Source: an optimization exercise on an open RTL-to-GDS flow (aim: small area, a short achievable clock period and few clock cycles per item). Production flows keep margins and buffers that such runs may drop.
RTL that was checked went through simulation tests only; none was proved equivalent to the original.
Function not checked in runs 4 and 5: the RTL went through the layout flow alone.
No activity file was given, so power comes from the tool's default toggle rates.

File: flow/run.sh
#!/bin/bash
# own flow: the standard layout, with port buffers of a plain buffer cell
set -o pipefail
cp standard.sh standard.sh.txt 2>/dev/null
cp config.mk config.mk.txt
export BUFFER_PORTS_ARGS="-buffer_cell sky130_fd_sc_hd__buf_1"
export ADDER_MAP_FILE=
bash standard.sh > standard.log 2>&1
File: standard.sh
#!/bin/bash
# synth_recipe.tcl (not shown) runs the flow's synth.tcl, then flattens the netlist and writes it again
# the make line also repeats each setting of config.mk as NAME=value (left out here)
make -C /OpenROAD-flow-scripts/flow DESIGN_CONFIG=/design/flow/config.mk WORK_HOME=/design/flow/orfs CLKGATE_MAP_FILE= SYNTH_SCRIPT=/design/flow/synth_recipe.tcl "${@:-finish}"
File: config.mk
export PLATFORM = sky130hd
export DESIGN_NAME = icache_top
export DESIGN_NICKNAME = icache_top
export VERILOG_FILES = /design/flow/design.v
export SDC_FILE = /design/flow/constraint.sdc
export NUM_CORES = 4
export LEC_CHECK = 0
export CAP_MARGIN = 20
export CORE_MARGIN = 2
export CORE_UTILIZATION = 60
export SETUP_SLACK_MARGIN = 2.1
export SLEW_MARGIN = 20
export SYNTH_HIERARCHICAL = 1
export SYNTH_MINIMUM_KEEP_SIZE = 0
File: constraint.sdc
create_clock -name core_clock -period 4.0 [get_ports {clock_i}]
set_input_delay 0.8000 -clock core_clock [delete_from_list [all_inputs] [get_ports {clock_i}]]
set_output_delay 0.8000 -clock core_clock [all_outputs]
set_load 0.01 [all_outputs]
File: design.v
package icache_pkg;
	localparam int OFFSET_W = 4;
	localparam int INDEX_W  = 4;
	localparam int ADDR_W   = 32;
	localparam int TAG_W    = ADDR_W - INDEX_W - OFFSET_W;
	typedef logic [ADDR_W-1:0]   addr_t;
	typedef logic [TAG_W-1:0]    tag_t;
	typedef logic [INDEX_W-1:0]  index_t;
	typedef logic [OFFSET_W-1:0] offset_t;
	typedef logic [31:0]         word_t;
	typedef struct packed {
		tag_t    tag;
		index_t  index;
		offset_t offset;
	} fetch_addr_t;
	typedef struct packed {
		logic valid;
		tag_t tag;
	} tag_entry_t;
	typedef enum logic [1:0] {
		REFILL_IDLE,
		REFILL_REQUEST,
		REFILL_COLLECT,
		REFILL_COMMIT
	} refill_state_t;
endpackage
module icache_lookup #(
	parameter int W = 1
) (
	input  logic         sel_i,
	input  logic [W-1:0] a_i,
	input  logic [W-1:0] b_i,
	output logic [W-1:0] y_o
);
	assign y_o = sel_i ? b_i : a_i;
endmodule
module icache_hit_check (
	input  logic [29:0] addr_i,
	input  logic [24:0] head_hi_i,
	input  logic [4:0]  end_lo_i,
	input  logic        carry_i,
	output logic        seq_o
);
	logic [29:0] t;
	logic [7:0]  l1;
	logic [3:0]  l2;
	logic [1:0]  l3;
	for (genvar g = 0; g < 5; g++)
	begin : g_lo
		icache_same i_same (
			.a_i (addr_i[g]),
			.b_i (end_lo_i[g]),
			.y_o (t[g])
		);
	end
	icache_same i_b5 (
		.a_i (addr_i[5]),
		.b_i (head_hi_i[0] ^ carry_i),
		.y_o (t[5])
	);
	icache_same i_b6 (
		.a_i (addr_i[6]),
		.b_i (head_hi_i[1] ^ (head_hi_i[0] & carry_i)),
		.y_o (t[6])
	);
	for (genvar g = 7; g < 30; g++)
	begin : g_hi
		icache_carry_term i_term (
			.k1_i (addr_i[g]),
			.k0_i (addr_i[g-1]),
			.h1_i (head_hi_i[g-5]),
			.h0_i (head_hi_i[g-6]),
			.y_o  (t[g])
		);
	end
	for (genvar g = 0; g < 7; g++)
	begin : g_l1
		icache_nand4 i_n4 (
			.a_i (t[4*g]),
			.b_i (t[4*g+1]),
			.c_i (t[4*g+2]),
			.d_i (t[4*g+3]),
			.y_o (l1[g])
		);
	end
	icache_nand2 i_n2 (
		.a_i (t[28]),
		.b_i (t[29]),
		.y_o (l1[7])
	);
	for (genvar g = 0; g < 4; g++)
	begin : g_l2
		icache_nor2 i_o2 (
			.a_i (l1[2*g]),
			.b_i (l1[2*g+1]),
			.y_o (l2[g])
		);
	end
	for (genvar g = 0; g < 2; g++)
	begin : g_l3
		icache_nand2 i_n2 (
			.a_i (l2[2*g]),
			.b_i (l2[2*g+1]),
			.y_o (l3[g])
		);
	end
	icache_nor2 i_root (
		.a_i (l3[0]),
		.b_i (l3[1]),
		.y_o (seq_o)
	);
endmodule
module icache_same (
	input  logic a_i,
	input  logic b_i,
	output logic y_o
);
	assign y_o = a_i ~^ b_i;
endmodule
module icache_carry_term (
	input  logic k1_i,
	input  logic k0_i,
	input  logic h1_i,
	input  logic h0_i,
	output logic y_o
);
	assign y_o = (h1_i ^ k1_i) ~^ (h0_i & !k0_i);
endmodule
module icache_nand4 (
	input  logic a_i,
	input  logic b_i,
	input  logic c_i,
	input  logic d_i,
	output logic y_o
);
	assign y_o = !(a_i && b_i && c_i && d_i);
endmodule
module icache_nand2 (
	input  logic a_i,
	input  logic b_i,
	output logic y_o
);
	assign y_o = !(a_i && b_i);
endmodule
module icache_nor2 (
	input  logic a_i,
	input  logic b_i,
	output logic y_o
);
	assign y_o = !(a_i || b_i);
endmodule
module icache_data_read (
	input  logic rvalid_i,
	input  logic rdy_i,
	output logic valid_o
);
	assign valid_o = rvalid_i && rdy_i;
endmodule
module icache_req_gate (
	input  logic rvalid_i,
	input  logic ireq_i,
	input  logic ereq_i,
	output logic req_o
);
	assign req_o = ireq_i || (rvalid_i && ereq_i);
endmodule
module icache_inc30 (
	input  logic [29:0] a_i,
	output logic [29:0] y_o
);
	logic [29:0] c;
	for (genvar g = 0; g < 30; g++)
	begin : g_c
		if (g == 0)
		begin : g_lsb
			assign c[g] = 1'b1;
		end
		else
		begin : g_bit
			assign c[g] = &a_i[g-1:0];
		end
	end
	assign y_o = a_i ^ c;
endmodule
module icache_top #(
	parameter int OFFSET_W = icache_pkg::OFFSET_W,
	parameter int INDEX_W  = icache_pkg::INDEX_W,
	parameter int TAG_W    = icache_pkg::ADDR_W - INDEX_W - OFFSET_W
) (
	input  logic                  clock_i,
	input  logic                  rst_n_i,
	input  logic                  fetch_i,
	input  icache_pkg::addr_t     fetch_addr_i,
	input  logic                  flush_i,
	output logic                  instr_valid_o,
	output icache_pkg::word_t     instr_o,
	output icache_pkg::addr_t     instr_addr_o,
	output logic                  miss_o,
	output logic                  mem_req_o,
	output icache_pkg::addr_t     mem_line_addr_o,
	input  logic                  mem_rvalid_i,
	input  icache_pkg::word_t     mem_rdata_i
);
	localparam int CAP = 31;
	localparam int LOW = 4;
	logic [4:0]     n_q;      
	logic           busy_q;   
	logic           lm_q;     
	logic           miss_q;
	logic           rdy_q;    
	logic           ireq_q;   
	logic           ereq_q;   
	logic [29:0]    h_q;      
	logic [1:0]     wc_q;     
	logic [4:0]     el_q;     
	logic           c_q;      
	logic           seq;
	logic           nz;
	logic           acc;
	logic           last;
	logic           start;
	logic           cont;
	logic           deliver;
	logic           endw;
	logic           req;
	logic           lost;
	logic           fall;
	logic           clr;
	logic [29:0]    h_inc;
	logic [4:0]     n_d;
	logic           busy_d;
	logic           lm_d;
	logic [29:0]    h_d;
	logic [1:0]     wc_d;
	logic           m_d;
	logic           wrap_d;
	logic           v0_d;
	logic           rdy_d;
	logic           ireq_d;
	logic [4:0]     el_d;
	logic           c_d;
	logic           miss_d [2];
	icache_inc30 i_inc (
		.a_i (h_q),
		.y_o (h_inc)
	);
	icache_hit_check i_seq (
		.addr_i    (fetch_addr_i[31:2]),
		.head_hi_i (h_q[29:5]),
		.end_lo_i  (el_q),
		.carry_i   (c_q),
		.seq_o     (seq)
	);
	logic n_ge1;
	logic n_ge2;
	logic n_ge3;
	logic n_ge4;
	logic n_cap;
	logic r_ge1;
	logic r_ge2;
	logic r_ge3;
	assign n_ge1 = n_q != '0;
	assign n_ge2 = n_q > 5'd1;
	assign n_ge3 = n_q > 5'd2;
	assign n_ge4 = n_q > 5'd3;
	assign n_cap = n_q == 5'(CAP - 1);
	assign nz      = n_ge1;
	assign deliver = mem_rvalid_i && rdy_q;
	assign r_ge1   = deliver ? n_ge2 : n_ge1;
	assign r_ge2   = deliver ? n_ge3 : n_ge2;
	assign r_ge3   = deliver ? n_ge4 : n_ge3;
	assign acc     = fetch_i && !miss_q && !flush_i;
	assign last    = !r_ge1;
	assign start   = acc && last;
	assign cont    = acc && !last;
	assign endw    = mem_rvalid_i && (wc_q == 2'd3);
	assign req     = ireq_q || (mem_rvalid_i && ereq_q);
	assign lost    = endw && lm_q && (miss_q ? n_ge2 : n_ge1) && !rdy_q;
	assign fall    = miss_q && !r_ge2;
	assign clr     = flush_i || lost;
	assign busy_d = req || (busy_q && !endw);
	assign lm_d   = !last && (req || (lm_q && !endw));
	assign h_d    = last ? fetch_addr_i[31:2] : (deliver ? h_inc : h_q);
	assign wc_d   = req ? 2'd0 : (mem_rvalid_i ? wc_q + 2'd1 : wc_q);
	always_comb
	begin
		if (flush_i || (fall && !lost))
		begin
			n_d = '0;
		end
		else if (lost || start)
		begin
			n_d = 5'd1;
		end
		else if (cont && !deliver)
		begin
			n_d = n_q + 5'd1;
		end
		else if (deliver && !cont)
		begin
			n_d = n_q - 5'd1;
		end
		else
		begin
			n_d = n_q;
		end
	end
	always_comb
	begin
		if (deliver)
		begin
			m_d = 1'b1;
		end
		else if (req)
		begin
			m_d = h_q[1:0] == 2'd0;
		end
		else if (mem_rvalid_i)
		begin
			m_d = h_q[1:0] == wc_q + 2'd1;
		end
		else
		begin
			m_d = h_q[1:0] == wc_q;
		end
	end
	assign wrap_d = last ? (&fetch_addr_i[LOW+3:4])
		: (deliver ? (&h_inc[LOW+1:2]) : (&h_q[LOW+1:2]));
	assign el_d = last ? fetch_addr_i[6:2] + 5'd1 : (acc ? el_q + 5'd1 : el_q);
	assign c_d  = last ? (&fetch_addr_i[6:2])
		: ((acc && (&el_q)) || (c_q && !(deliver && (&h_q[4:0]))));
	assign v0_d   = !clr && (miss_q ? r_ge2 : (acc || r_ge1));
	assign rdy_d  = busy_d && lm_d && v0_d && m_d;
	assign ireq_d = !busy_d && v0_d;
	logic drop0;
	logic drop1;
	logic v1_d;
	logic ereq_d;
	assign drop0 = cont;
	assign drop1 = cont && n_cap;
	assign miss_d[0] = !flush_i && (lost || (miss_q ? !fall : drop0));
	assign miss_d[1] = !flush_i && (lost || (miss_q ? !fall : drop1));
	assign v1_d = !clr && (miss_q ? r_ge3 : r_ge2);
	assign ereq_d = busy_d && (wc_d == 2'd3) && (lm_d
		? (rdy_d && v1_d && !wrap_d)
		: v0_d);
	logic miss_pick;
	icache_lookup #(.W(1)) i_pick_miss (
		.sel_i (seq),
		.a_i   (miss_d[0]),
		.b_i   (miss_d[1]),
		.y_o   (miss_pick)
	);
	icache_req_gate i_req_o (
		.rvalid_i (mem_rvalid_i),
		.ireq_i   (ireq_q),
		.ereq_i   (ereq_q),
		.req_o    (mem_req_o)
	);
	icache_data_read i_valid_o (
		.rvalid_i (mem_rvalid_i),
		.rdy_i    (rdy_q),
		.valid_o  (instr_valid_o)
	);
	assign mem_line_addr_o = {h_q[29:LOW+2], h_q[LOW+1:2] + LOW'(lm_q), 4'b0000};
	assign instr_o         = mem_rdata_i;
	assign instr_addr_o    = {h_q, 2'b00};
	assign miss_o          = miss_q;
	always_ff @(posedge clock_i or negedge rst_n_i)
	begin
		if (!rst_n_i)
		begin
			n_q    <= '0;
			busy_q <= 1'b0;
			lm_q   <= 1'b0;
			miss_q <= 1'b0;
			rdy_q  <= 1'b0;
			ireq_q <= 1'b0;
			ereq_q <= 1'b0;
		end
		else
		begin
			miss_q <= miss_pick;
			ereq_q <= ereq_d;
			n_q    <= n_d;
			rdy_q  <= rdy_d;
			ireq_q <= ireq_d;
			busy_q <= busy_d;
			lm_q   <= lm_d;
		end
	end
	always_ff @(posedge clock_i)
	begin
		h_q  <= h_d;
		wc_q <= wc_d;
		el_q <= el_d;
		c_q  <= c_d;
	end
endmodule
==> run_results.csv, run 1 <==
group,metric,value,unit
floorplan,dieArea,8120,um^2
sta,fin_skew,0.0112,ns
synth,ys.flop_type,"edfxtp_1",
run,drv_cap,0,
critical_path,worstPathCellList,"buf_4 > nand3_1 > xnor2_1 > buf_2",
synth,syn_area_per_cell,8.46,um^2
global_routing,grt.overflow.total,0,
critical_path,crit_buf_inv,2,
critical_path,critical_path_arrival,1.32,ns
final_layout,layout_common_cells,"110 x nand2_1, 78 x buf_1, 56 x xnor2_1, 56 x buf_4, 37 x xor2_1",
synth,synth_edf_count,35,
synth,synth_top_area_share,23.6,%
drt,vias,3889,
clocking,htree_levels,2,
synth,synth-simple-area-share,27.4,%
final_layout,n_antenna_cell,0,
sta,hold_viol_final,0,
clocking,cts_buffers,5,
final_layout,final_common_cell,"nand2_1",
synth,synth_top_family_by_area,"simple AND/OR/NAND/NOR gates",
sta,final_max_slew_viol_count,0,
sta,post-route-period-util,53.1,%
clocking,clock_path_buffers,2,
global_routing,grt_pass1_vias,3362,
sta,finalSetupViolations,0,
synth,yosys.area.top_type,"edfxtp_1",
critical_path,crit_required,3.20,ns
global_routing,grt_max_degree,31,
sta,grt_setup_unrepaired,"yes",
placement,gp_congestion,0.835,
sta,period_needed,2.12,ns
drt,drc,0,
synth,synth_compound_area_share,7.87,%
sta,worst_pin_slew,0.664,ns
clocking,clock-root-buffer,"clkbuf_8",
power,switching_share,41.6,%
final_layout,fillCellCount,616,
drt,avgViaCountPerCell,5.41,
critical_path,cp-end-kind,"output pin",
critical_path,reg2regPathDepth,8,
synth,synth_cell_types,59,
synth,synth.top_cells.by_area,"edfxtp_1 24%, xnor2_1 12%, buf_4 10%",
power,power.switching,1.20,mW
global_routing,antenna_found_initial,0,
drt,wl_per_cell,14.9,um
synth,ys_seq_area_share,31.1,%
synth,synthCells,526,
power,power.share.sequential,34.1,%
power,clockPowerShare,13.4,%
critical_path,crit_family,"flip-flops",
clocking,cts_sinks,49,
synth,synth_xor_xnor_area_share,19.5,%
power,p_per_area,546,nW/um^2
clocking,cts.clk_slew.worst_paths,0.10,ns
placement,place_hpwl,6780,um
drt,drtIter0Drc,204,
synth,synth_fa_ha_area_share,0,%
final_layout,area_growth,18.6,%
floorplan,io_pins,168,
floorplan,die_x,90.1,um
power,leakagePower,2.18,nW
synth,synth_async_sr_flop_share,22.4,%
min_path,holdCritPathClass,"primary input to async pin",
critical_path,max_stage_delay,0.48,ns
final_layout,fin_nets,688,
floorplan,core,7210,um^2
sta,slew_headroom,55.7,%
drt,firstDrtPassIters,4,
floorplan,rows,31,
global_routing,grt_pass1_wl,16300,um
critical_path,crit_fanout,4,
power,p_int,1.68,mW
critical_path,path_depth,4,
synth,synthMuxAreaShare,1.01,%
floorplan,die_y,90.1,um
sta,fmax,0.471,GHz
clocking,postCtsHoldBufs,0,
global_routing,grtUsageTotal,24.1,%
placement,port_buffers,95,
floorplan,start_util,61.7,%
sta,setup_ws,1.88,ns
power,peakVddDrop,0.313,mV
power,p_comb_share,52.5,%
critical_path,r2r_slack,2.02,ns
critical_path,critPathSlowestCell,"edfxtp_1",
synth,synth.cell_area,4450,um^2
drt,ant_nets,0,
drt,wl,10700,um
critical_path,critPathKind,"flip-flop to output pin",
clocking,cts_tree,"built",
placement,dp_slack,1.34,ns
synth,synth_seq_cells,49,
critical_path,crit_path_start_kind,"flip-flop",
clocking,clk-insertion-delay-late,0.31,ns
synth,yosys_warnings,9,
status,status,"timing/DRC/antenna clean",
sta,setup_tns,0,ns
final_layout,post_route_cells_drive_above_1_share,21.0,%
-- routing by layer --
layer  track usage [%]  part of all wire (%)  vias to the layer above
li1                  -                     -                     1911
met3              3.86                   4.7                       25
met2              42.2                    50                      136
met4              5.64                   1.3                        0
met5                 0                     0                        -
met1              31.4                    44                     1817
-- Yosys stat by module (local to each module, per instance), excerpt --
module             times used  area [um^2]  flip-flops and latches  cells inside
icache_nor2                 5         3.75                       0             1
icache_top                  1         3180                      49           356
icache_same                 7         8.76                       0             1
icache_req_gate             1         7.51                       0             1
icache_nand2                3         3.75                       0             1
icache_data_read            1         6.26                       0             1
icache_carry_term          23         23.8                       0             3
-- flip-flops by register name (all words and copies together) (netlist names) --
signal and count:
busy_q 1, c_q 1, el_q 5, ereq_q 1, h_q 30, ireq_q 1, lm_q 1, miss_q 1
n_q 5, rdy_q 1, wc_q 2
-- path summary, 6_finish.rpt --
check,start,endpoint
max reg2reg,h_q[5],h_q[22]
min reg2reg,ireq_q,wc_q[0]
max,h_q[2],mem_line_addr_o[6]
max in group asynchronous,rst_n_i,n_q[0]
min in group core_clock,ireq_q,wc_q[0]
min,rst_n_i,miss_q
-- final cells by class --
class / instances / area, um^2 / area share (%)
multi-input combinational: 397 / 2690 / 51.0
sequential: 49 / 1390 / 26.4
timing repair buffer: 159 / 928 / 17.6
tap: 99 / 124 / 2.35
clock buffer: 7 / 86.3 / 1.64
clock inverter: 1 / 30.0 / 0.569
inverter: 7 / 26.3 / 0.498
-- power by group through the flow --
stage / clock, mW / sequential [mW] / combinational [mW]
2_1_floorplan: 0 / 1.04 / 0.948
3_3_place_gp: 0 / 1.06 / 1.10
3_5_place_dp: 0 / 1.07 / 1.11
4_1_cts: 0.394 / 1.02 / 1.27
5_1_grt: 0.411 / 1.01 / 1.65
6_report: 0.386 / 0.984 / 1.51
-- stage by stage --
step / instance area, um^2 / instances / power, mW / util, % / hold WS, ns
global route: 5280 / 719 / 3.07 / 73.2 / 0.521
finish: 5280 / 719 / 2.88 / 73.2 / 0.470
floorplan: 4560 / 531 / 1.99 / - / 0.491
CTS: 4900 / 686 / 2.68 / 67.9 / 0.489
detailed placement: 4480 / 650 / 2.18 / 62.1 / 0.554
global placement: 4480 / 650 / 2.15 / 62.1 / 0.540
-- logic make-up (layout without fill, tap and decap cells) --
family	Yosys count	count (layout)
simple gates	238	238
buf+inv	86	174
mux	4	4
compound gates	49	50
xor+xnor	99	99
other cells	1	6
flops	49	49
-- cells in the mapped netlist (2+ instances only) --
cell,n
nor2_1,18
clkbuf_1,7
a21oi_1,11
and3_1,5
buf_6,2
a211o_1,2
nand2_1,116
xor2_1,40
nor2b_1,25
o31ai_1,2
or3b_1,2
mux2i_1,3
inv_1,7
nand3_1,18
nor3_1,5
dfrtp_1,11
edfxtp_1,35
a22oi_1,3
nor4b_1,2
o21ai_0,5
nor4_4,2
o21ai_1,6
xnor2_1,59
nand4_2,2
dfxtp_1,3
buf_2,7
and4_1,3
buf_4,62
nand2b_1,6
and2_1,3
nand4_1,21
nor4_1,4
a31oi_1,3
-- what timing repair did --
| action | in CTS | in global routing |
|---|---|---|
| cloned | 1 | 0 |
| setup endpoints to repair | 89 | 30 |
| setup buffers | 27 | 33 |
| resized for setup | 25 | 39 |
| pin swaps | 15 | 21 |
Testbench counts, summed over its fixed seeds: cycles 71,895, items 32,000.
==> run 2, diff against run 1 <==
--- a/config.mk
+++ b/config.mk
@@ -9,5 +9,5 @@
 export CORE_MARGIN = 2
 export CORE_UTILIZATION = 60
-export SETUP_SLACK_MARGIN = 2.1
+export SETUP_SLACK_MARGIN = 2.3
 export SLEW_MARGIN = 20
 export SYNTH_HIERARCHICAL = 1
==> run 2 against run 1 <==
First-iteration DRC count up 110%. Largest cell class unchanged. Setup slack better by 0.0086 ns. Sequential power up 1%. Critical endpoint is now mem_line_addr_o[7]. Via count up 21%. Fmax up 0.41%. Critical path depth unchanged.
==> run_results.csv, run 2 <==
group,metric,value,unit
floorplan,die_x,90.1,um
clocking,clk-insertion-delay-late,0.32,ns
clocking,cts_tree,"built",
sta,fin_skew,0.0113,ns
placement,placed_cells,650,
final_layout,largest-register,"h_q",
sta,worst_pin_slew,0.693,ns
floorplan,die_y,90.1,um
drt,wl_per_cell,20.7,um
clocking,cts_sinks,49,
critical_path,r2r_slack,1.90,ns
synth,syn_area_per_cell,8.46,um^2
final_layout,largest_registers,"h_q x30, el_q x5, n_q x5",
synth,synth_compound_area_share,7.87,%
global_routing,antenna_found_initial,0,
placement,port_buffers,95,
floorplan,rows,31,
drt,avgViaCountPerCell,6.11,
placement,place_hpwl,7130,um
global_routing,grt_pass1_wl,19500,um
synth,synth_async_sr_flop_share,22.4,%
clocking,postCtsHoldBufs,0,
placement,gp_congestion,0.923,
synth,synthCells,526,
final_layout,n_antenna_cell,0,
sta,period_needed,2.11,ns
sta,slew_headroom,53.6,%
synth,post-synth-top-count-cell,"nand2_1",
global_routing,grtUsageTotal,29.3,%
sta,final_max_slew_viol_count,0,
critical_path,crit_required,3.20,ns
final_layout,largest_reg_flops,30,
final_layout,fin_util,89.4,%
min_path,holdCritPathClass,"primary input to async pin",
final_layout,post_route_cells_drive_above_1_share,40.9,%
status,status,"timing/DRC/antenna clean",
drt,firstDrtPassIters,5,
clocking,cts_buffers,5,
drt,drc,0,
synth,synth_xor_xnor_area_share,19.5,%
critical_path,crit_fanout,2,
synth,synth_seq_cells,49,
sta,post-route-period-util,52.8,%
final_layout,fin_cells,771,
synth,ys.flop_type,"edfxtp_1",
sta,finalSetupViolations,0,
critical_path,cp-end-kind,"output pin",
global_routing,grt.overflow.total,0,
sta,hold_viol_final,0,
global_routing,grt_max_degree,18,
synth,yosys_warnings,9,
drt,wl_met1,5800,um
sta,setup_tns,0,ns
global_routing,grt_pass1_vias,4027,
critical_path,r2r_start,"h_q[4]",
synth,synth_top_family_by_area,"simple AND/OR/NAND/NOR gates",
clocking,htree_levels,2,
synth,synth_edf_count,35,
sta,grt_setup_unrepaired,"yes",
floorplan,dieArea,8120,um^2
power,leakagePower,2.74,nW
critical_path,r2r_end,"h_q[24]",
critical_path,crit_path_start_kind,"flip-flop",
final_layout,final_common_cell,"nand2_1",
critical_path,critical_path_arrival,1.31,ns
synth,synth.cell_area,4450,um^2
drt,ant_nets,0,
drt,top_layer,"met4",
final_layout,fin_area,6450,um^2
drt,met2_length,7980,um
clocking,clock_path_buffers,2,
clocking,clock-root-buffer,"clkbuf_8",
synth,synth-simple-area-share,27.4,%
clocking,cts.clk_slew.worst_paths,0.11,ns
critical_path,critPathKind,"flip-flop to output pin",
final_layout,layout_common_cells,"99 x nand2_1, 74 x buf_4, 54 x buf_6, 50 x xnor2_1, 46 x buf_1",
power,peakVddDrop,0.426,mV
placement,post_dp_cell_area,4560,um^2
drt,vias,4707,
synth,synth_top_area_share,23.6,%
synth,ys_seq_area_share,31.1,%
synth,synthTopCellsByCount,"116 x nand2_1, 62 x buf_4, 59 x xnor2_1",
synth,synthMuxAreaShare,1.01,%
power,p_per_area,535,nW/um^2
critical_path,reg2regPathDepth,9,
sta,fmax,0.473,GHz
synth,synth.top_cells.by_area,"edfxtp_1 24%, xnor2_1 12%, buf_4 10%",
floorplan,core,7210,um^2
floorplan,io_pins,168,
floorplan,start_util,61.7,%
final_layout,area_growth,44.9,%
synth,yosys.area.top_type,"edfxtp_1",
drt,wl,15900,um
run,drv_cap,0,
synth,synth_fa_ha_area_share,0,%
drt,met3_length,1360,um
synth,synth_cell_types,59,
drt,drtIter0Drc,422,
final_layout,fin_nets,740,
-- run 2: how the worst max path moves through the flow --
stage	startpoint	end	slack, ns	depth (start not counted)
after global placement	mem_rvalid_i	h_q[3]	1.11	6
after floorplan	n_q[3]	h_q[0]	1.83	3
after global routing	h_q[4]	h_q[24]	1.84	9
after CTS	h_q[2]	mem_line_addr_o[7]	1.93	4
final	h_q[3]	mem_line_addr_o[7]	1.89	4
after detailed placement	mem_rvalid_i	h_q[3]	1.04	6
-- run 2: critical path, cell delays in order (launching register included) --
cell      delay [ns]
edfxtp_1        0.45
and3_4          0.23
nand2_4         0.07
xnor2_2         0.10
buf_2           0.15
-- run 2: power by group --
part | internal [mW] | switching [mW] | leakage (nW) | total (mW)
sequential | 0.750 | 0.246 | 0.526 | 0.996
combinational | 1.06 | 1.07 | 2.16 | 2.12
clock | 0.138 | 0.195 | 0.0486 | 0.334
total | 1.94 | 1.51 | 2.74 | 3.45
-- run 2: area by class of cell --
type	instances	area [um^2]
Multi-Input combinational cell	397	3080
Sequential cell	49	1400
Clock inverter	2	8.76
Clock buffer	6	82.6
Tap cell	99	124
Inverter	7	30.0
Timing Repair Buffer	211	1730
Fill cell	328	763
-- run 2: stage by stage --
stage / hold slack, ns / total power [mW] / setup WS (ns)
finish: 0.486 / 3.45 / 1.89
global route: 0.536 / 3.58 / 1.84
CTS: 0.499 / 2.99 / 1.93
floorplan: 0.491 / 2.03 / 1.83
detailed placement: 0.538 / 2.21 / 1.04
global placement: 0.538 / 2.18 / 1.11
-- run 2: what timing repair did --
action | 4_1_cts | 5_1_grt
gates resized for setup | 121 | 102
setup buffers | 77 | 30
pin swaps | 44 | 58
setup endpoints to repair | 142 | 140
gates cloned | 4 | 2
-- run 2: modules after synthesis (local to each module, per instance), excerpt --
module,flops+latches,cell area (um^2),times used
icache_nand2,0,3.75,3
icache_top,49,3180,1
icache_nand4,0,6.26,7
icache_same,0,8.76,7
icache_req_gate,0,7.51,1
icache_nor2,0,3.75,5
icache_carry_term,0,23.8,23
-- run 2: metal layers --
layer  up-vias  GRT usage, %
met5         -             0
met4         0          10.4
met3        87          5.28
met2       339          51.1
met1      2257          36.4
li1       2024             -
-- run 2: cells by family (layout without fill, tap and decap cells) --
logic type | Yosys count | count (layout)
xor+xnor | 99 | 99
compound gates | 49 | 50
buf+inv | 86 | 226
other cells | 1 | 6
flops | 49 | 49
mux | 4 | 4
simple gates | 238 | 238
==> run 3, diff against run 2 <==
--- a/config.mk
+++ b/config.mk
@@ -9,5 +9,5 @@
 export CORE_MARGIN = 2
 export CORE_UTILIZATION = 60
-export SETUP_SLACK_MARGIN = 2.3
+export SETUP_SLACK_MARGIN = 1.9
 export SLEW_MARGIN = 20
 export SYNTH_HIERARCHICAL = 1
==> run 3 against run 2 <==
Sequential cell count unchanged. Routed wire length decreased by 40%. Via count shrank 22%. Setup slack improved by 0.016 ns. Final area down 27%. Global-route usage fell by 6.2 points. Utilization is 24 points lower. Clock skew is 0.0016 ns higher. Combinational power fell by 42%. Largest power group unchanged. Register-to-register slack improved by 0.09 ns. Highest routed layer unchanged. Critical path depth is the same.
==> run_results.csv, run 3 <==
group,metric,value,unit
clocking,cts_sinks,49,
global_routing,grtUsageTotal,23.1,%
synth,syn_area_per_cell,8.46,um^2
synth,post-synth-top-count-cell,"nand2_1",
placement,dp_slack,1.14,ns
critical_path,critical_path_arrival,1.30,ns
sta,fmax,0.477,GHz
global_routing,grt_max_degree,31,
synth,synth_top_area_share,23.6,%
drt,vias,3691,
synth,yosys_warnings,9,
final_layout,fin_nets,646,
final_layout,largest-register,"h_q",
final_layout,post_route_cells_drive_above_1_share,10.2,%
critical_path,reg2regPathDepth,5,
critical_path,path_depth,4,
sta,finalSetupViolations,0,
final_layout,fillCellCount,692,
critical_path,r2r_start,"n_q[1]",
placement,gp_congestion,0.868,
synth,synth.cell_area,4450,um^2
final_layout,largest_registers,"h_q x30, el_q x5, n_q x5",
clocking,clock_path_buffers,2,
global_routing,antenna_found_initial,0,
global_routing,grt_pass1_vias,3313,
clocking,clock-root-buffer,"clkbuf_8",
sta,worst_pin_slew,0.651,ns
global_routing,grt_pass1_wl,15700,um
run,drv_cap,0,
sta,fin_skew,0.0129,ns
placement,port_buffers,95,
floorplan,dieArea,8120,um^2
critical_path,crit_path_start_kind,"flip-flop",
drt,wl,9630,um
floorplan,die_x,90.1,um
floorplan,start_util,61.7,%
critical_path,worstPathCellList,"and3_4 > nand2_2 > xnor2_1 > buf_2",
sta,setup_tns,0,ns
sta,setup_ws,1.90,ns
global_routing,grt.overflow.total,0,
floorplan,core,7210,um^2
floorplan,die_y,90.1,um
critical_path,cp-end-kind,"output pin",
final_layout,n_antenna_cell,0,
drt,drc,0,
clocking,clk-insertion-delay-late,0.31,ns
drt,drtIter0Drc,144,
synth,ys_seq_area_share,31.1,%
synth,synth_seq_cells,49,
sta,final_max_slew_viol_count,0,
sta,period_needed,2.10,ns
critical_path,critPathSlowestCell,"edfxtp_1",
status,status,"timing/DRC/antenna clean",
sta,grt_setup_unrepaired,"yes",
synth,synth_edf_count,35,
critical_path,crit_fanout,4,
synth,synth_cell_types,59,
sta,timing.hold.ws,0.479,ns
drt,ant_nets,0,
final_layout,layout_common_cells,"113 x nand2_1, 89 x buf_1, 59 x xnor2_1, 40 x xor2_1, 35 x edfxtp_1",
power,peakVddDrop,0.365,mV
final_layout,area_growth,6.46,%
critical_path,endpoint,"mem_line_addr_o[7]",
critical_path,crit_family,"flip-flops",
critical_path,critPathKind,"flip-flop to output pin",
critical_path,crit_required,3.20,ns
synth,ys.flop_type,"edfxtp_1",
clocking,htree_levels,2,
critical_path,crit_buf_inv,1,
synth,yosys.area.top_type,"edfxtp_1",
sta,hold_viol_final,0,
critical_path,max_stage_delay,0.46,ns
min_path,holdCritPathClass,"primary input to async pin",
critical_path,r2r_slack,1.99,ns
synth,synthCells,526,
sta,slew_headroom,56.6,%
power,p_per_area,540,nW/um^2
critical_path,crit_start,"h_q[2]",
clocking,cts_tree,"built",
power,leakagePower,1.85,nW
placement,place_hpwl,6910,um
synth,synth.top_cells.by_area,"edfxtp_1 24%, xnor2_1 12%, buf_4 10%",
drt,avgViaCountPerCell,5.45,
drt,firstDrtPassIters,4,
final_layout,largest_reg_flops,30,
synth,synthTopCellsByCount,"116 x nand2_1, 62 x buf_4, 59 x xnor2_1",
clocking,cts.clk_slew.worst_paths,0.10,ns
synth,synth_async_sr_flop_share,22.4,%
floorplan,io_pins,168,
clocking,postCtsHoldBufs,0,
critical_path,r2r_end,"ereq_q",
drt,wl_per_cell,14.2,um
sta,post-route-period-util,52.4,%
final_layout,final_common_cell,"nand2_1",
floorplan,rows,31,
clocking,cts_buffers,5,
run 3: cell count changes in the layout (fill, tap and decap cells not counted), moves of 6 or more:
cell / before / now
buf_1: 46 / 89
buf_12: 6 / 0
buf_2: 12 / 4
buf_4: 74 / 24
buf_6: 54 / 0
clkbuf_2: 13 / 1
dfrtp_1: 4 / 10
dfrtp_2: 7 / 1
nand2_1: 99 / 113
nand2_2: 10 / 3
nand3_1: 9 / 18
nor2_1: 10 / 18
xnor2_1: 50 / 59
xnor2_2: 9 / 0
run 3: through the flow:
stage | instances | utilization [%] | instance area (um^2) | total power, mW
after floorplan | 531 | - | 4500 | 1.98
after global placement | 651 | 61.8 | 4460 | 2.15
after detailed placement | 651 | 61.8 | 4460 | 2.18
after CTS | 670 | 64.6 | 4660 | 2.54
after global routing | 677 | 65.7 | 4740 | 2.75
final | 677 | 65.7 | 4740 | 2.56
run 3: kinds of logic (layout without fill, tap and decap cells):
family,count (synthesis),after routing,share of synthesized area (%)
multiplexers,4,4,1.01
XOR/XNOR,99,99,19.5
AO/OA/AOI/OAI,49,49,7.87
buffers and inverters,86,133,13.0
AND/OR/NAND/NOR,238,238,27.4
flip-flops,49,49,31.1
other,1,6,0.0842
run 3: layout make-up:
| class | count | area (um^2) | share of cell area (%) |
|---|---|---|---|
| clock buffers | 5 | 68.8 | 1.45 |
| clock inverters | 3 | 22.5 | 0.475 |
| inverters | 7 | 26.3 | 0.554 |
| multi-input cells | 396 | 2570 | 54.3 |
| flip-flops and latches | 49 | 1390 | 29.3 |
| well taps | 99 | 124 | 2.61 |
| repair buffers | 118 | 539 | 11.4 |
run 3: power breakdown:
group          internal [mW]  switching, mW  total, mW
clock                  0.125          0.181      0.305
sequential             0.751          0.282       1.03
combinational          0.564          0.658       1.22
total                   1.44           1.12       2.56
run 3: per-layer routing:
metal	vias to the layer above	GRT usage [%]	share of wire, %
li1	1828	-	-
met4	0	5.26	0.90
met1	1698	29.8	45
met5	-	0	0
met2	151	41.0	49
met3	14	3.27	5.2
run 3: worst reg2reg max path: cells and delay by family (launching register included):
kind / cells / cell delay, ns
simple gates: 3 / 0.85
compound gates: 2 / 0.55
flops: 1 / 0.52
run 3: worst min path at each step:
stage | startpoint | endpoint | slack [ns] | cells after the start
2_1_floorplan | busy_q | busy_q | 0.49 | 2
3_3_place_gp | busy_q | busy_q | 0.54 | 2
3_5_place_dp | busy_q | busy_q | 0.55 | 2
4_1_cts | rst_n_i | ereq_q | 0.48 | 1
5_1_grt | rst_n_i | ereq_q | 0.53 | 1
6_report | rst_n_i | ereq_q | 0.48 | 1
run 3: repair_timing:
item,4_1_cts,5_1_grt
resized for setup,8,10
endpoints found under the setup margin,83,20
setup buffers,11,7
pin swaps,3,4
cloned,0,0
run 3: modules after synthesis (local to each module, per instance), excerpt:
module             flops+latches  cells
icache_carry_term              0      3
icache_top                    49    356
icache_req_gate                0      1
icache_nor2                    0      1
icache_inc30                   0     73
icache_same                    0      1
==> run 4, diff against run 3 <==
--- a/design.v
+++ b/design.v
@@ -213,4 +213,5 @@
 	logic [29:0]    h_q;      
 	logic [1:0]     wc_q;     
+	logic [LOW-1:0] ml_q;     
 	logic [4:0]     el_q;     
 	logic           c_q;      
@@ -363,5 +364,5 @@
 		.valid_o  (instr_valid_o)
 	);
-	assign mem_line_addr_o = {h_q[29:LOW+2], h_q[LOW+1:2] + LOW'(lm_q), 4'b0000};
+	assign mem_line_addr_o = {h_q[29:LOW+2], ml_q, 4'b0000};
 	assign instr_o         = mem_rdata_i;
 	assign instr_addr_o    = {h_q, 2'b00};
@@ -394,4 +395,5 @@
 		h_q  <= h_d;
 		wc_q <= wc_d;
+		ml_q <= h_d[LOW+1:2] + LOW'(lm_d);
 		el_q <= el_d;
 		c_q  <= c_d;
==> run 4 against run 3 <==
Still clean on timing, DRC and antenna. Non-clock buffer count grew 6. Fmax grew 1.4%. Total power shrank 32%. Area after synthesis shrank 1.8%. First-iteration DRC count grew 2.1%. Sequential cell count grew 4. Clock skew shrank 0.0038 ns. Routed wire length grew 2.8%. Sequential power shrank 22%. Utilization grew 1.3 points. Largest power group is now registers.
==> run_results.csv, run 4 <==
group,metric,value,unit
drt,ant_nets,0,
global_routing,antenna_found_initial,0,
clocking,postCtsHoldBufs,0,
critical_path,crit_path_start_kind,"flip-flop",
global_routing,grt_max_degree,28,
synth,synth_top_area_share,21.3,%
synth,yosys.area.top_type,"edfxtp_1",
final_layout,final_common_cell,"buf_1",
sta,grt_setup_unrepaired,"yes",
floorplan,dieArea,7990,um^2
synth,synth_fa_ha_area_share,0,%
status,status,"timing/DRC/antenna clean",
critical_path,worstPathCellList,"or4_4 > buf_4 > o21ai_4",
clocking,clock_path_buffers,2,
final_layout,fin_cells,628,
power,p_int,1.12,mW
sta,setup_ws,1.93,ns
drt,firstDrtPassIters,5,
synth,synth_compound_area_share,12.1,%
drt,vias,3494,
synth,synth_seq_cells,53,
sta,finalSetupViolations,0,
critical_path,crit_required,3.96,ns
final_layout,regArea,1430,um^2
min_path,holdCritPathClass,"primary input to async pin",
critical_path,crit_fanout,13,
synth,syn_area_per_cell,9.34,um^2
synth,yosys_warnings,9,
sta,fin_skew,0.00902,ns
synth,synth-simple-area-share,20.5,%
global_routing,top_usage_layer,"met2",
floorplan,io_pins,168,
clocking,htree_levels,2,
power,p_per_area,362,nW/um^2
floorplan,die_y,89.4,um
final_layout,post_route_cells_drive_above_1_share,12.7,%
synth,synth_top_family_by_area,"simple AND/OR/NAND/NOR gates",
synth,synthCells,468,
placement,dp_slack,1.11,ns
final_layout,layout_common_cells,"94 x buf_1, 61 x xnor2_1, 38 x xor2_1, 31 x nand2_1, 31 x edfxtp_1",
critical_path,r2r_slack,1.93,ns
synth,synth.top_cells.by_area,"edfxtp_1 21%, xnor2_1 12%, buf_4 11%",
final_layout,multi_input_area,2490,um^2
synth,synth.cell_area,4370,um^2
sta,period_needed,2.07,ns
synth,ys_seq_area_share,32.6,%
floorplan,core,7140,um^2
placement,place_hpwl,6890,um
critical_path,critPathSlowestCell,"or4_4",
placement,port_buffers,95,
synth,ys.flop_type,"edfxtp_1",
clocking,clock-root-buffer,"clkbuf_8",
sta,slew_headroom,57.4,%
drt,wl,9900,um
power,p_comb_share,32.6,%
synth,synthMuxAreaShare,2.00,%
synth,synthTopCellsByCount,"63 x buf_4, 61 x xnor2_1, 38 x xor2_1",
synth,synth_xor_xnor_area_share,19.8,%
clocking,cts_sinks,53,
critical_path,critical_path_arrival,2.02,ns
global_routing,grtUsageTotal,23.8,%
power,switching_share,35.4,%
drt,drc,0,
floorplan,start_util,61.3,%
power,leakagePower,1.81,nW
synth,synth_async_sr_flop_share,20.8,%
critical_path,critPathKind,"flip-flop to flip-flop",
global_routing,grt_pass1_wl,14900,um
placement,placed_cells,593,
power,power,1.73,mW
clocking,cts.clk_slew.worst_paths,0.10,ns
clocking,clk-insertion-delay-late,0.31,ns
placement,gp_congestion,0.849,
global_routing,use_met3,3.32,%
run,drv_cap,0,
power,power.share.sequential,46.4,%
final_layout,fin_util,67.0,%
final_layout,largest_reg_flops,30,
clocking,cts_tree,"built",
critical_path,cp-end-kind,"flip-flop",
sta,fmax,0.484,GHz
final_layout,n_antenna_cell,0,
global_routing,grt.overflow.total,0,
floorplan,rows,31,
critical_path,max_stage_delay,0.61,ns
final_layout,fin_nets,597,
sta,final_max_slew_viol_count,0,
final_layout,largest-register,"h_q",
global_routing,grt_pass1_vias,3086,
power,clockPowerShare,21.0,%
final_layout,fillCellCount,624,
drt,drtIter0Drc,147,
sta,hold_viol_final,0,
power,power.switching,0.612,mW
clocking,cts_buffers,5,
sta,worst_pin_slew,0.636,ns
sta,post-route-period-util,51.7,%
floorplan,die_x,89.4,um
sta,setup_tns,0,ns
drt,avgViaCountPerCell,5.56,
power,peakVddDrop,0.232,mV
final_layout,largest_registers,"h_q x30, el_q x5, n_q x5",
global_routing,use_met1,30.8,%
synth,post-synth-top-count-cell,"buf_4",
synth,synth_edf_count,31,
synth,synth_cell_types,62,
final_layout,area_growth,9.30,%
global_routing,met2_usage,41.4,%
drt,wl_per_cell,15.8,um
==> run 4: cell types whose count changed after synthesis, moves of 5 or more <==
cell,change
o21ai_1,-5
a22o_1,+27
nor2_1,+5
nand2_1,-84
dfxtp_1,+8
o21ai_0,+9
==> run 4: power by group through the flow <==
stage / Sequential [mW] / Combinational (mW) / Clock (mW)
5_1_grt: 0.821 / 0.627 / 0.388
6_report: 0.803 / 0.564 / 0.364
3_5_place_dp: 0.824 / 0.499 / 0
2_1_floorplan: 0.798 / 0.446 / 0
3_3_place_gp: 0.819 / 0.490 / 0
4_1_cts: 0.806 / 0.523 / 0.364
==> run 4: stage by stage <==
step                hold WS [ns]  cell area [um^2]
floorplan                  0.486              4400
global placement           0.540              4370
detailed placement         0.548              4370
CTS                        0.492              4590
global route               0.504              4780
finish                     0.468              4780
==> run 4: what timing repair did <==
item,in CTS,in global routing
gates resized for setup,12,8
pin swaps,3,4
buffers inserted,5,21
endpoints found under the setup margin,80,22
cloned,1,0
==> run 4: final timing paths <==
kind / depth (start not counted) / endpoint / start
setup reg to reg: 3 / h_q[9] / n_q[4]
min in group core_clock: 1 / wc_q[1] / ireq_q
hold / removal: 1 / n_q[2] / rst_n_i
setup / recovery: 3 / h_q[9] / n_q[4]
max in group asynchronous: 1 / n_q[0] / rst_n_i
hold reg to reg: 1 / wc_q[1] / ireq_q
==> run 4: per-module statistics from Yosys (local to each module, per instance), a selection <==
module / times used / cells inside
icache_hit_check: 1 / 3
icache_nand4: 7 / 1
icache_nand2: 3 / 1
icache_top: 1 / 298
icache_data_read: 1 / 1
icache_req_gate: 1 / 1
icache_nor2: 5 / 1
==> run 4: metal layers <==
metal | part of all wire, % | vias up | routed length, um
li1 | - | 1706 | -
met1 | 43 | 1651 | 4290
met2 | 50 | 123 | 4930
met3 | 5.4 | 14 | 531
met4 | 1.5 | 0 | 152
met5 | 0 | - | 0
==> run 4: worst max-delay path: cells and delay by family (launching register included) <==
kind,cells,cell delay [ns]
flip-flops,1,0.48
AO/OA/AOI/OAI,1,0.45
buffers and inverters,1,0.18
AND/OR/NAND/NOR,1,0.61
==> run 4: logic make-up after synthesis <==
family          Yosys count
other cells               1
mux                       8
simple gates            154
compound gates           70
buf+inv                  83
xor+xnor                 99
flops                    53
==> run 4: layout make-up <==
class / count / area share [%]
multi-input cells: 338 / 52.0
flip-flops and latches: 53 / 30.0
inverters: 6 / 0.471
repair buffers: 124 / 12.6
well taps: 99 / 2.59
clock buffers: 8 / 2.33
==> run 5, diff against run 4 <==
--- a/config.mk
+++ b/config.mk
@@ -9,5 +9,5 @@
 export CORE_MARGIN = 2
 export CORE_UTILIZATION = 60
-export SETUP_SLACK_MARGIN = 1.9
+export SETUP_SLACK_MARGIN = 2.1
 export SLEW_MARGIN = 20
 export SYNTH_HIERARCHICAL = 1
==> run 5 against run 4 <==
Setup slack worse by 0.0025 ns. Hold slack gained 0.015 ns. Clock skew fell by 0.0020 ns. Largest power group unchanged. Clock power up 7.4%. Register-to-register slack barely moved. Largest cell class unchanged. Combinational power rose by 24%. Synthesized cell count unchanged. Count of clock-buffer cells in the layout decreased by 1.
==> run_results.csv, run 5 <==
group,metric,value,unit
power,p_int,1.22,mW
sta,worst_pin_slew,0.666,ns
floorplan,dieArea,7990,um^2
synth,synth.cell_area,4370,um^2
sta,setup_tns,0,ns
sta,fin_skew,0.00702,ns
clocking,htree_levels,2,
critical_path,cp-end-kind,"flip-flop",
sta,hold_viol_final,0,
critical_path,reg2regPathDepth,7,
drt,wl,11200,um
clocking,cts_buffers,5,
run,drv_cap,0,
clocking,cts.clk_slew.worst_paths,0.10,ns
floorplan,start_util,61.3,%
drt,drtIter0Drc,156,
final_layout,largest-register,"h_q",
synth,synth_edf_count,31,
clocking,clock_path_buffers,2,
global_routing,grt_max_degree,28,
synth,syn_area_per_cell,9.34,um^2
drt,avgViaCountPerCell,5.70,
synth,synth_cell_types,62,
floorplan,die_x,89.4,um
min_path,holdCritPathClass,"primary input to async pin",
synth,synthCells,468,
placement,place_hpwl,6990,um
power,p_per_area,345,nW/um^2
critical_path,r2r_start,"h_q[14]",
final_layout,area_growth,25.6,%
synth,synth_seq_cells,53,
drt,vias,3820,
critical_path,crit_required,4.08,ns
global_routing,grtUsageTotal,25.4,%
power,power,1.89,mW
synth,yosys_warnings,9,
critical_path,endpoint,"h_q[19]",
sta,timing.hold.ws,0.483,ns
critical_path,critPathKind,"flip-flop to flip-flop",
final_layout,n_antenna_cell,0,
final_layout,fin_area,5490,um^2
clocking,clock-root-buffer,"clkbuf_8",
synth,synth_xor_xnor_area_share,19.8,%
synth,yosys.area.top_type,"edfxtp_1",
drt,ant_nets,0,
sta,finalSetupViolations,0,
sta,post-route-period-util,51.7,%
synth,synth_top_area_share,21.3,%
floorplan,rows,31,
critical_path,crit_start,"h_q[14]",
synth,synthTopCellsByCount,"63 x buf_4, 61 x xnor2_1, 38 x xor2_1",
floorplan,die_y,89.4,um
placement,placed_cells,594,
global_routing,grt.overflow.total,0,
critical_path,critical_path_arrival,2.15,ns
power,leakagePower,2.16,nW
synth,ys.flop_type,"edfxtp_1",
synth,ys_seq_area_share,32.6,%
synth,synth.top_cells.by_area,"edfxtp_1 21%, xnor2_1 12%, buf_4 11%",
final_layout,layout_common_cells,"76 x buf_1, 58 x xnor2_1, 54 x buf_4, 37 x xor2_1, 31 x edfxtp_1",
sta,grt_setup_unrepaired,"yes",
critical_path,crit_fanout,7,
final_layout,post_route_cells_drive_above_1_share,28.7,%
synth,synth_compound_area_share,12.1,%
global_routing,antenna_found_initial,0,
placement,gp_congestion,0.926,
drt,wl_per_cell,16.7,um
status,status,"timing/DRC/antenna clean",
power,peakVddDrop,0.247,mV
synth,synthMuxAreaShare,2.00,%
synth,post-synth-top-count-cell,"buf_4",
critical_path,r2r_slack,1.93,ns
synth,synth_fa_ha_area_share,0,%
floorplan,core,7140,um^2
clocking,clk-insertion-delay-late,0.32,ns
power,switching_share,35.3,%
global_routing,grt_pass1_wl,15700,um
placement,post_dp_cell_area,4490,um^2
placement,port_buffers,95,
final_layout,fin_nets,639,
global_routing,grt_pass1_vias,3333,
synth,synth_async_sr_flop_share,20.8,%
critical_path,r2r_end,"h_q[19]",
final_layout,largest_registers,"h_q x30, el_q x5, n_q x5",
clocking,cts_sinks,53,
sta,slew_headroom,55.6,%
power,power.switching,0.668,mW
sta,fmax,0.483,GHz
final_layout,final_common_cell,"buf_1",
drt,drc,0,
clocking,postCtsHoldBufs,0,
sta,period_needed,2.07,ns
synth,synth_top_family_by_area,"simple AND/OR/NAND/NOR gates",
sta,final_max_slew_viol_count,0,
power,p_comb_share,37.1,%
power,power.share.sequential,42.2,%
critical_path,crit_path_start_kind,"flip-flop",
clocking,cts_tree,"built",
power,clockPowerShare,20.7,%
floorplan,io_pins,168,
synth,synth-simple-area-share,20.5,%
final_layout,largest_reg_flops,30,
final_layout,fin_cells,670,
drt,firstDrtPassIters,4,
run 5: cell types whose count changed in the layout (fill, tap and decap cells not counted), sizes merged:
| cell | previous run | this run |
|---|---|---|
| buf | 124 | 162 |
| clkbuf | 8 | 11 |
| clkinv | 0 | 1 |
run 5: per-stage QoR:
step,util [%],setup slack (ns)
after floorplan,-,1.87
after global placement,62.9,1.26
after detailed placement,62.9,1.19
after CTS,71.2,2.03
after global routing,76.9,1.87
final,76.9,1.93
run 5: area by class of cell:
class	count	area, um^2
fillers	521	1650
clock buffers	7	119
inverters	6	22.5
repair buffers	166	1080
clock inverters	1	5.00
well taps	99	124
flip-flops and latches	53	1440
multi-input cells	338	2700
run 5: cells by family after synthesis:
group / after synthesis
simple gates: 154
xor+xnor: 99
buf+inv: 83
compound gates: 70
flops: 53
mux: 8
other cells: 1
run 5: worst min-delay path by stage:
stage	startpoint	endpoint	slack, ns	cells past startpoint
2_1_floorplan	ireq_q	wc_q[1]	0.49	1
3_3_place_gp	busy_q	busy_q	0.54	2
3_5_place_dp	busy_q	ereq_q	0.54	2
4_1_cts	rst_n_i	ireq_q	0.49	1
5_1_grt	rst_n_i	busy_q	0.53	1
6_report	rst_n_i	lm_q	0.48	1
run 5: routing by layer:
layer | up-vias | share of wire [%] | global-route usage (%)
met4 | 0 | 2.2 | 8.55
met3 | 25 | 5.6 | 4.71
met5 | - | 0 | 0
met1 | 1837 | 41 | 30.0
li1 | 1801 | - | -
met2 | 157 | 52 | 46.3
run 5: critical path, cell delays in order, from the launching register on:
cell	delay, ns
edfxtp_1	0.52
nand4_1	0.22
nor4_4	0.33
buf_4	0.19
buf_12	0.13
nand4_1	0.10
xnor2_1	0.15
a22o_1	0.20
run 5: repair_timing:
item / CTS / global route
pin swaps: 17 / 32
setup buffers: 38 / 28
cloned: 1 / 1
resized for setup: 42 / 44
hold endpoints to repair: 0 / 0
endpoints found under the setup margin: 87 / 77
run 5: power groups by stage:
stage	Sequential, mW	Combinational, mW	Clock, mW
floorplan	0.801	0.455	0
global placement	0.820	0.497	0
detailed placement	0.826	0.508	0
CTS	0.791	0.613	0.394
global route	0.813	0.767	0.417
finish	0.799	0.702	0.391
run 5: per-module statistics from Yosys (local to each module, per instance), excerpt:
module	cells inside	flip-flops and latches	copies in the design	cell area, um^2
icache_carry_term	3	0	23	23.8
icache_data_read	1	0	1	6.26
icache_hit_check	3	0	1	21.3
icache_inc30	73	0	1	542
icache_nand2	1	0	3	3.75
icache_nand4	1	0	7	6.26
icache_req_gate	1	0	1	7.51
==> run 6, diff against run 5 <==
--- a/design.v
+++ b/design.v
@@ -167,19 +167,17 @@
 module icache_inc30 (
 	input  logic [29:0] a_i,
-	output logic [29:0] y_o
+	output logic [29:0] c_o
 );
-	logic [29:0] c;
 	for (genvar g = 0; g < 30; g++)
 	begin : g_c
 		if (g == 0)
 		begin : g_lsb
-			assign c[g] = 1'b1;
+			assign c_o[g] = 1'b1;
 		end
 		else
 		begin : g_bit
-			assign c[g] = &a_i[g-1:0];
+			assign c_o[g] = &a_i[g-1:0];
 		end
 	end
-	assign y_o = a_i ^ c;
 endmodule
 module icache_top #(
@@ -229,4 +227,5 @@
 	logic           clr;
 	logic [29:0]    h_inc;
+	logic [29:0]    h_cy;
 	logic [4:0]     n_d;
 	logic           busy_d;
@@ -244,6 +243,7 @@
 	icache_inc30 i_inc (
 		.a_i (h_q),
-		.y_o (h_inc)
+		.c_o (h_cy)
 	);
+	assign h_inc = h_q ^ h_cy;
 	icache_hit_check i_seq (
 		.addr_i    (fetch_addr_i[31:2]),
@@ -282,6 +282,6 @@
 	assign busy_d = req || (busy_q && !endw);
 	assign lm_d   = !last && (req || (lm_q && !endw));
-	assign h_d    = last ? fetch_addr_i[31:2] : (deliver ? h_inc : h_q);
-	assign wc_d   = req ? 2'd0 : (mem_rvalid_i ? wc_q + 2'd1 : wc_q);
+	assign h_d    = last ? fetch_addr_i[31:2] : (h_q ^ (h_cy & {30{deliver}}));
+	assign wc_d   = req ? 2'd0 : {wc_q[1] ^ (wc_q[0] && mem_rvalid_i), wc_q[0] ^ mem_rvalid_i};
 	always_comb
 	begin
@@ -328,5 +328,5 @@
 	assign wrap_d = last ? (&fetch_addr_i[LOW+3:4])
 		: (deliver ? (&h_inc[LOW+1:2]) : (&h_q[LOW+1:2]));
-	assign el_d = last ? fetch_addr_i[6:2] + 5'd1 : (acc ? el_q + 5'd1 : el_q);
+	assign el_d = last ? fetch_addr_i[6:2] + 5'd1 : el_q + 5'(acc);
 	assign c_d  = last ? (&fetch_addr_i[6:2])
 		: ((acc && (&el_q)) || (c_q && !(deliver && (&h_q[4:0]))));
--- a/config.mk
+++ b/config.mk
@@ -9,5 +9,5 @@
 export CORE_MARGIN = 2
 export CORE_UTILIZATION = 60
-export SETUP_SLACK_MARGIN = 2.1
+export SETUP_SLACK_MARGIN = 2.0
 export SLEW_MARGIN = 20
 export SYNTH_HIERARCHICAL = 1
==> run 6 against run 5 <==
Count of clock-buffer cells in the layout fell by 2. Total power increased by 12%. Sequential power is 7.5% higher. Critical path depth down 2. Routed wire length decreased by 8.2%. Area after synthesis grew 0.72%. Clock power fell by 15%. Critical endpoint is now ereq_q. Sequential share of layout area decreased by 2.6 points. Final cell count up 4.2%. Hold slack worse by 0.0080 ns. Final area fell by 13%. Largest cell class unchanged. Still clean. Combinational power rose by 33%.
==> run_results.csv, run 6 <==
group,metric,value,unit
status,status,"timing/DRC/antenna clean",
sta,slew_headroom,56.7,%
critical_path,r2r_end,"ereq_q",
clocking,cts_tree,"built",
critical_path,r2r_start,"n_q[4]",
sta,fmax,0.491,GHz
sta,setup_tns,0,ns
final_layout,fin_nets,667,
final_layout,n_antenna_cell,0,
synth,synthTopCellsByCount,"76 x nand2_1, 64 x buf_4, 59 x xor2_1",
power,peakVddDrop,0.210,mV
critical_path,crit_fanout,8,
drt,wl,10300,um
sta,worst_pin_slew,0.649,ns
clocking,clk-insertion-delay-late,0.31,ns
floorplan,dieArea,8040,um^2
critical_path,r2r_slack,1.97,ns
clocking,clock-root-buffer,"clkbuf_8",
critical_path,cp-end-kind,"flip-flop",
final_layout,largest_reg_flops,30,
synth,synth_async_sr_flop_share,20.8,%
critical_path,endpoint,"ereq_q",
floorplan,die_y,89.7,um
drt,vias,3782,
final_layout,fin_cells,698,
synth,ys.flop_type,"dfxtp_1",
synth,synth_top_area_share,19.1,%
global_routing,grtUsageTotal,23.8,%
critical_path,critical_path_arrival,2.26,ns
drt,drtIter0Drc,156,
synth,synth_cell_types,69,
final_layout,final_common_cell,"buf_1",
placement,placed_cells,663,
power,leakagePower,1.81,nW
floorplan,io_pins,168,
power,p_per_area,446,nW/um^2
drt,avgViaCountPerCell,5.42,
synth,post-synth-top-count-cell,"nand2_1",
critical_path,critPathKind,"flip-flop to flip-flop",
final_layout,layout_common_cells,"92 x buf_1, 76 x nand2_1, 59 x xor2_1, 41 x dfxtp_1, 39 x xnor2_1",
floorplan,die_x,89.7,um
placement,gp_congestion,0.857,
synth,synth_edf_count,0,
critical_path,crit_path_start_kind,"flip-flop",
final_layout,post_route_cells_drive_above_1_share,14.5,%
clocking,postCtsHoldBufs,0,
global_routing,grt.overflow.total,0,
synth,yosys_warnings,9,
sta,period_needed,2.03,ns
critical_path,crit_start,"n_q[4]",
global_routing,grt_pass1_wl,15400,um
clocking,cts_buffers,5,
critical_path,crit_required,4.22,ns
sta,fin_skew,0.00371,ns
final_layout,area_growth,8.27,%
clocking,clock_path_buffers,2,
drt,ant_nets,0,
synth,synth.cell_area,4400,um^2
sta,grt_setup_unrepaired,"yes",
floorplan,start_util,61.4,%
min_path,holdCritPathClass,"primary input to async pin",
synth,syn_area_per_cell,8.06,um^2
global_routing,grt_max_degree,32,
clocking,cts.clk_slew.worst_paths,0.11,ns
sta,final_max_slew_viol_count,0,
placement,port_buffers,95,
synth,synth_seq_cells,53,
final_layout,largest_registers,"h_q x30, el_q x5, n_q x5",
clocking,cts_sinks,53,
critical_path,reg2regPathDepth,5,
synth,ys_seq_area_share,25.3,%
run,drv_cap,0,
floorplan,core,7180,um^2
floorplan,rows,31,
final_layout,largest-register,"h_q",
synth,synthCells,546,
sta,hold_viol_final,0,
global_routing,antenna_found_initial,0,
drt,wl_per_cell,14.7,um
synth,yosys.area.top_type,"dfxtp_1",
drt,firstDrtPassIters,5,
sta,post-route-period-util,50.9,%
placement,place_hpwl,6850,um
drt,drc,0,
sta,finalSetupViolations,0,
clocking,htree_levels,2,
global_routing,grt_pass1_vias,3274,
synth,synth.top_cells.by_area,"dfxtp_1 19%, xor2_1 12%, buf_4 11%",
==> run 6: cell count changes in the layout (fill, tap and decap cells not counted), sizes merged, moves of 9 or more <==
cell / before / now
and3: 2 / 12
o21ai: 16 / 37
xor2: 38 / 59
a22o: 27 / 0
edfxtp: 31 / 0
buf: 162 / 123
nand3: 21 / 9
xnor2: 61 / 39
inv: 6 / 15
dfxtp: 11 / 42
nor3: 3 / 16
nand2: 32 / 77
==> run 6: power by group <==
part / switching [mW] / leakage, nW / internal [mW]
Clock: 0.205 / 0.0452 / 0.128
Sequential: 0.206 / 0.495 / 0.653
Combinational: 0.499 / 1.27 / 0.433
Total: 0.910 / 1.81 / 1.21
==> run 6: critical path, cell delays in order, from the launching register on <==
cell and delay, ns:
dfrtp_2 0.47, or4_4 0.65, nor2_8 0.25, nor3_2 0.10
and3_4 0.22, a221oi_4 0.26
==> run 6: stage by stage <==
step,utilization (%),power [mW],instance area [um^2],worst slack [ns],hold WS (ns)
after floorplan,-,1.58,4430,1.92,0.488
after global placement,60.5,1.69,4340,1.25,0.522
after detailed placement,60.5,1.70,4340,1.19,0.529
after CTS,63.6,2.07,4560,1.93,0.467
after global routing,66.4,2.27,4770,1.91,0.485
final,66.4,2.12,4770,1.97,0.475
==> run 6: what timing repair did <==
action                                 4_1_cts  5_1_grt
pin swaps                                    6        7
setup endpoints to repair                   42       27
cloned                                       1        1
setup buffers                               10       15
resized for setup                           17       11
endpoints found under the hold margin        0        0
==> run 6: cell families (layout without fill, tap and decap cells) <==
group	count (synthesis)	after routing	synth area share [%]
AND/OR/NAND/NOR	211	212	27.1
XOR/XNOR	98	98	19.5
buffers and inverters	98	145	14.6
AO/OA/AOI/OAI	82	82	12.8
flip-flops	53	53	25.3
other	2	7	0.171
multiplexers	2	2	0.568
==> run 6: metal layers <==
layer / part of all wire [%] / vias to the layer above / track usage [%]
li1: - / 1876 / -
met1: 44 / 1757 / 31.4
met2: 50 / 143 / 40.9
met3: 5.5 / 6 / 4.48
met4: 0.32 / 0 / 4.21
met5: 0 / - / 0
==> run 6: area by class of cell <==
| cell class | count | area, um^2 |
|---|---|---|
| clock inverter | 3 | 25.0 |
| fill | 665 | 2410 |
| tap | 99 | 124 |
| inverter | 13 | 48.8 |
| multi-input combinational | 401 | 2760 |
| timing repair buffer | 124 | 618 |
| sequential | 53 | 1120 |
| clock buffer | 5 | 68.8 |
==> run 6: Yosys stat by module (local to each module, per instance), a selection <==
module	cell area (um^2)	times used
icache_nand2	3.75	3
icache_data_read	6.26	1
icache_same	8.76	7
icache_nand4	6.26	7
icache_nor2	3.75	5
icache_req_gate	7.51	1
icache_hit_check	21.3	1
icache_inc30	423	1
==> run 6: worst min-delay path by stage <==
stage / startpoint / to / depth (start not counted)
floorplan: wc_q[1] / ereq_q / 2
global placement: busy_q / busy_q / 1
detailed placement: wc_q[1] / ereq_q / 2
CTS: rst_n_i / lm_q / 1
global route: rst_n_i / ereq_q / 1
finish: rst_n_i / lm_q / 1
Testbench counts of run 6, summed over its fixed seeds: cycles 71,895, items 32,000.
==> run 7, diff against run 6 <==
--- a/config.mk
+++ b/config.mk
@@ -9,5 +9,5 @@
 export CORE_MARGIN = 2
 export CORE_UTILIZATION = 60
-export SETUP_SLACK_MARGIN = 2.0
+export SETUP_SLACK_MARGIN = 1.8
 export SLEW_MARGIN = 20
 export SYNTH_HIERARCHICAL = 1
==> run 7 against run 6 <==
Clock power about the same. Still clean. Critical endpoint is now instr_valid_o. Largest cell class unchanged. Critical path depth down 2. Register-to-register slack about the same.
==> run_results.csv, run 7 <==
group,metric,value,unit
drt,ant_nets,0,
placement,placed_cells,662,
final_layout,fin_nets,650,
synth,synth_seq_cells,53,
sta,fmax,0.473,GHz
critical_path,crit_start,"mem_rvalid_i",
synth,synth_async_sr_flop_share,20.8,%
final_layout,multi_input_area,2730,um^2
drt,vias,3685,
power,p_per_area,455,nW/um^2
synth,synth_top_area_share,19.1,%
synth,synth.top_cells.by_area,"dfxtp_1 19%, xor2_1 12%, buf_4 11%",
critical_path,max_stage_delay,0.22,ns
clocking,cts_tree,"built",
floorplan,start_util,61.4,%
placement,place_hpwl,6830,um
final_layout,fillCellCount,675,
clocking,cts_buffers,5,
synth,ys_seq_area_share,25.3,%
status,status,"timing/DRC/antenna clean",
floorplan,die_y,89.7,um
drt,avgViaCountPerCell,5.41,
global_routing,grt_max_degree,25,
synth,yosys_warnings,9,
sta,worst_pin_slew,0.704,ns
synth,synth_cell_types,69,
sta,timing.hold.ws,0.488,ns
min_path,holdCritPathClass,"primary input to async pin",
synth,synth.cell_area,4400,um^2
run,drv_cap,0,
final_layout,final_common_cell,"buf_1",
critical_path,reg2regPathDepth,5,
placement,port_buffers,95,
sta,fin_skew,0.00985,ns
clocking,htree_levels,2,
floorplan,die_x,89.7,um
drt,drc,0,
critical_path,cp-end-kind,"output pin",
critical_path,critPathKind,"primary input to output pin",
critical_path,crit_path_start_kind,"primary input",
final_layout,post_route_cells_drive_above_1_share,10.8,%
power,peakVddDrop,0.236,mV
global_routing,top_usage_layer,"met2",
final_layout,layout_common_cells,"94 x buf_1, 76 x nand2_1, 59 x xor2_1, 42 x dfxtp_1, 39 x xnor2_1",
sta,grt_setup_unrepaired,"no",
clocking,clock_path_buffers,2,
sta,post-route-period-util,52.9,%
synth,synthCells,546,
sta,finalSetupViolations,0,
clocking,cts.clk_slew.worst_paths,0.11,ns
critical_path,critical_path_arrival,1.32,ns
clocking,clock-root-buffer,"clkbuf_8",
synth,yosys.area.top_type,"dfxtp_1",
synth,synth_edf_count,0,
clocking,clk-insertion-delay-late,0.32,ns
floorplan,io_pins,168,
synth,ys.flop_type,"dfxtp_1",
floorplan,dieArea,8040,um^2
global_routing,use_met3,4.20,%
final_layout,largest_reg_flops,30,
critical_path,r2r_end,"h_q[26]",
final_layout,n_antenna_cell,0,
synth,post-synth-top-count-cell,"nand2_1",
global_routing,grt_pass1_vias,3291,
global_routing,grt.overflow.total,0,
drt,wl_per_cell,14.8,um
critical_path,worstPathCellList,"clkbuf_4 > and2_1 > buf_1",
clocking,cts_sinks,53,
synth,synthTopCellsByCount,"76 x nand2_1, 64 x buf_4, 59 x xor2_1",
final_layout,fin_util,63.6,%
drt,drtIter0Drc,124,
sta,setup_tns,0,ns
final_layout,largest_registers,"h_q x30, el_q x5, n_q x5",
placement,post_dp_cell_area,4320,um^2
critical_path,r2r_slack,1.96,ns
critical_path,r2r_start,"n_q[4]",
sta,period_needed,2.12,ns
clocking,postCtsHoldBufs,0,
sta,final_max_slew_viol_count,0,
final_layout,area_growth,3.64,%
global_routing,antenna_found_initial,0,
global_routing,met2_usage,42.8,%
power,leakagePower,1.70,nW
final_layout,fin_cells,681,
final_layout,fin_area,4560,um^2
floorplan,core,7180,um^2
synth,syn_area_per_cell,8.06,um^2
drt,firstDrtPassIters,4,
sta,hold_viol_final,0,
final_layout,regArea,1120,um^2
placement,gp_congestion,0.854,
global_routing,grt_pass1_wl,15700,um
critical_path,crit_fanout,15,
global_routing,use_met1,31.4,%
critical_path,crit_buf_inv,2,
sta,slew_headroom,53.1,%
critical_path,crit_required,3.20,ns
floorplan,rows,31,
critical_path,critPathSlowestCell,"clkbuf_4",
critical_path,crit_family,"buffers and inverters",
global_routing,grtUsageTotal,24.7,%
final_layout,largest-register,"h_q",
drt,wl,10100,um
==> run 7: kinds of logic after synthesis <==
group	Yosys count	synth area share, %
AOI/OAI and AO/OA	82	12.8
xor gates and xnor gates	98	19.5
buffers and inverters	98	14.6
DFF	53	25.3
muxes	2	0.568
other	2	0.171
and+or+nand+nor	211	27.1
==> run 7: layout make-up <==
class                           instances  share of cell area, %
Timing Repair Buffer                  105                   9.82
Clock buffer                            5                   1.51
Clock inverter                          3                  0.548
Tap cell                               99                   2.71
Inverter                               13                   1.07
Multi-Input combinational cell        403                   59.8
Sequential cell                        53                   24.5
==> run 7: routing by layer <==
layer | vias to the layer above | wire length, um
li1 | 1834 | -
met1 | 1745 | 4520
met2 | 88 | 5010
met3 | 18 | 393
met4 | 0 | 160
met5 | - | 0
==> run 7: worst max path at each step <==
stage / endpoint / slack [ns] / cells after the start
3_3_place_gp: n_q[3] / 0.93 / 6
5_1_grt: ml_q[3] / 1.83 / 5
2_1_floorplan: ereq_q / 1.86 / 5
3_5_place_dp: n_q[3] / 0.92 / 6
6_report: instr_valid_o / 1.88 / 3
4_1_cts: instr_valid_o / 1.82 / 3
==> run 7: stage by stage <==
step	setup slack (ns)	power [mW]
2_1_floorplan	1.86	1.57
5_1_grt	1.83	2.22
3_3_place_gp	0.926	1.68
6_report	1.88	2.07
3_5_place_dp	0.922	1.69
4_1_cts	1.82	2.07
==> run 7: Yosys stat by module (local to each module, per instance), a selection <==
module	flip-flops and latches	cell area, um^2	cells inside
icache_carry_term	0	23.8	3
icache_nand2	0	3.75	1
icache_data_read	0	6.26	1
icache_top	53	3250	388
icache_same	0	8.76	1
icache_req_gate	0	7.51	1
icache_hit_check	0	21.3	3
icache_inc30	0	423	61
icache_nand4	0	6.26	1
icache_nor2	0	3.75	1
==> run 7: report_power, final <==
group | switching [mW] | leakage [nW] | internal [mW] | total (mW)
clock | 0.202 | 0.0452 | 0.128 | 0.331
sequential | 0.208 | 0.500 | 0.652 | 0.859
combinational | 0.487 | 1.16 | 0.397 | 0.884
==> run 7: what timing repair did <==
item	in CTS	in global routing
resized for setup	5	9
pin swaps	2	1
endpoints found under the setup margin	46	15
cloned	3	0
buffers inserted	7	1

Check on run 7: ideal ports give 1.884 ns setup slack; a clkbuf_16 on the clock port and buf_2 on the inputs give 1.859 ns; moving port delays by the midpoint clock arrival (0.344 ns) as well gives 1.662 ns.
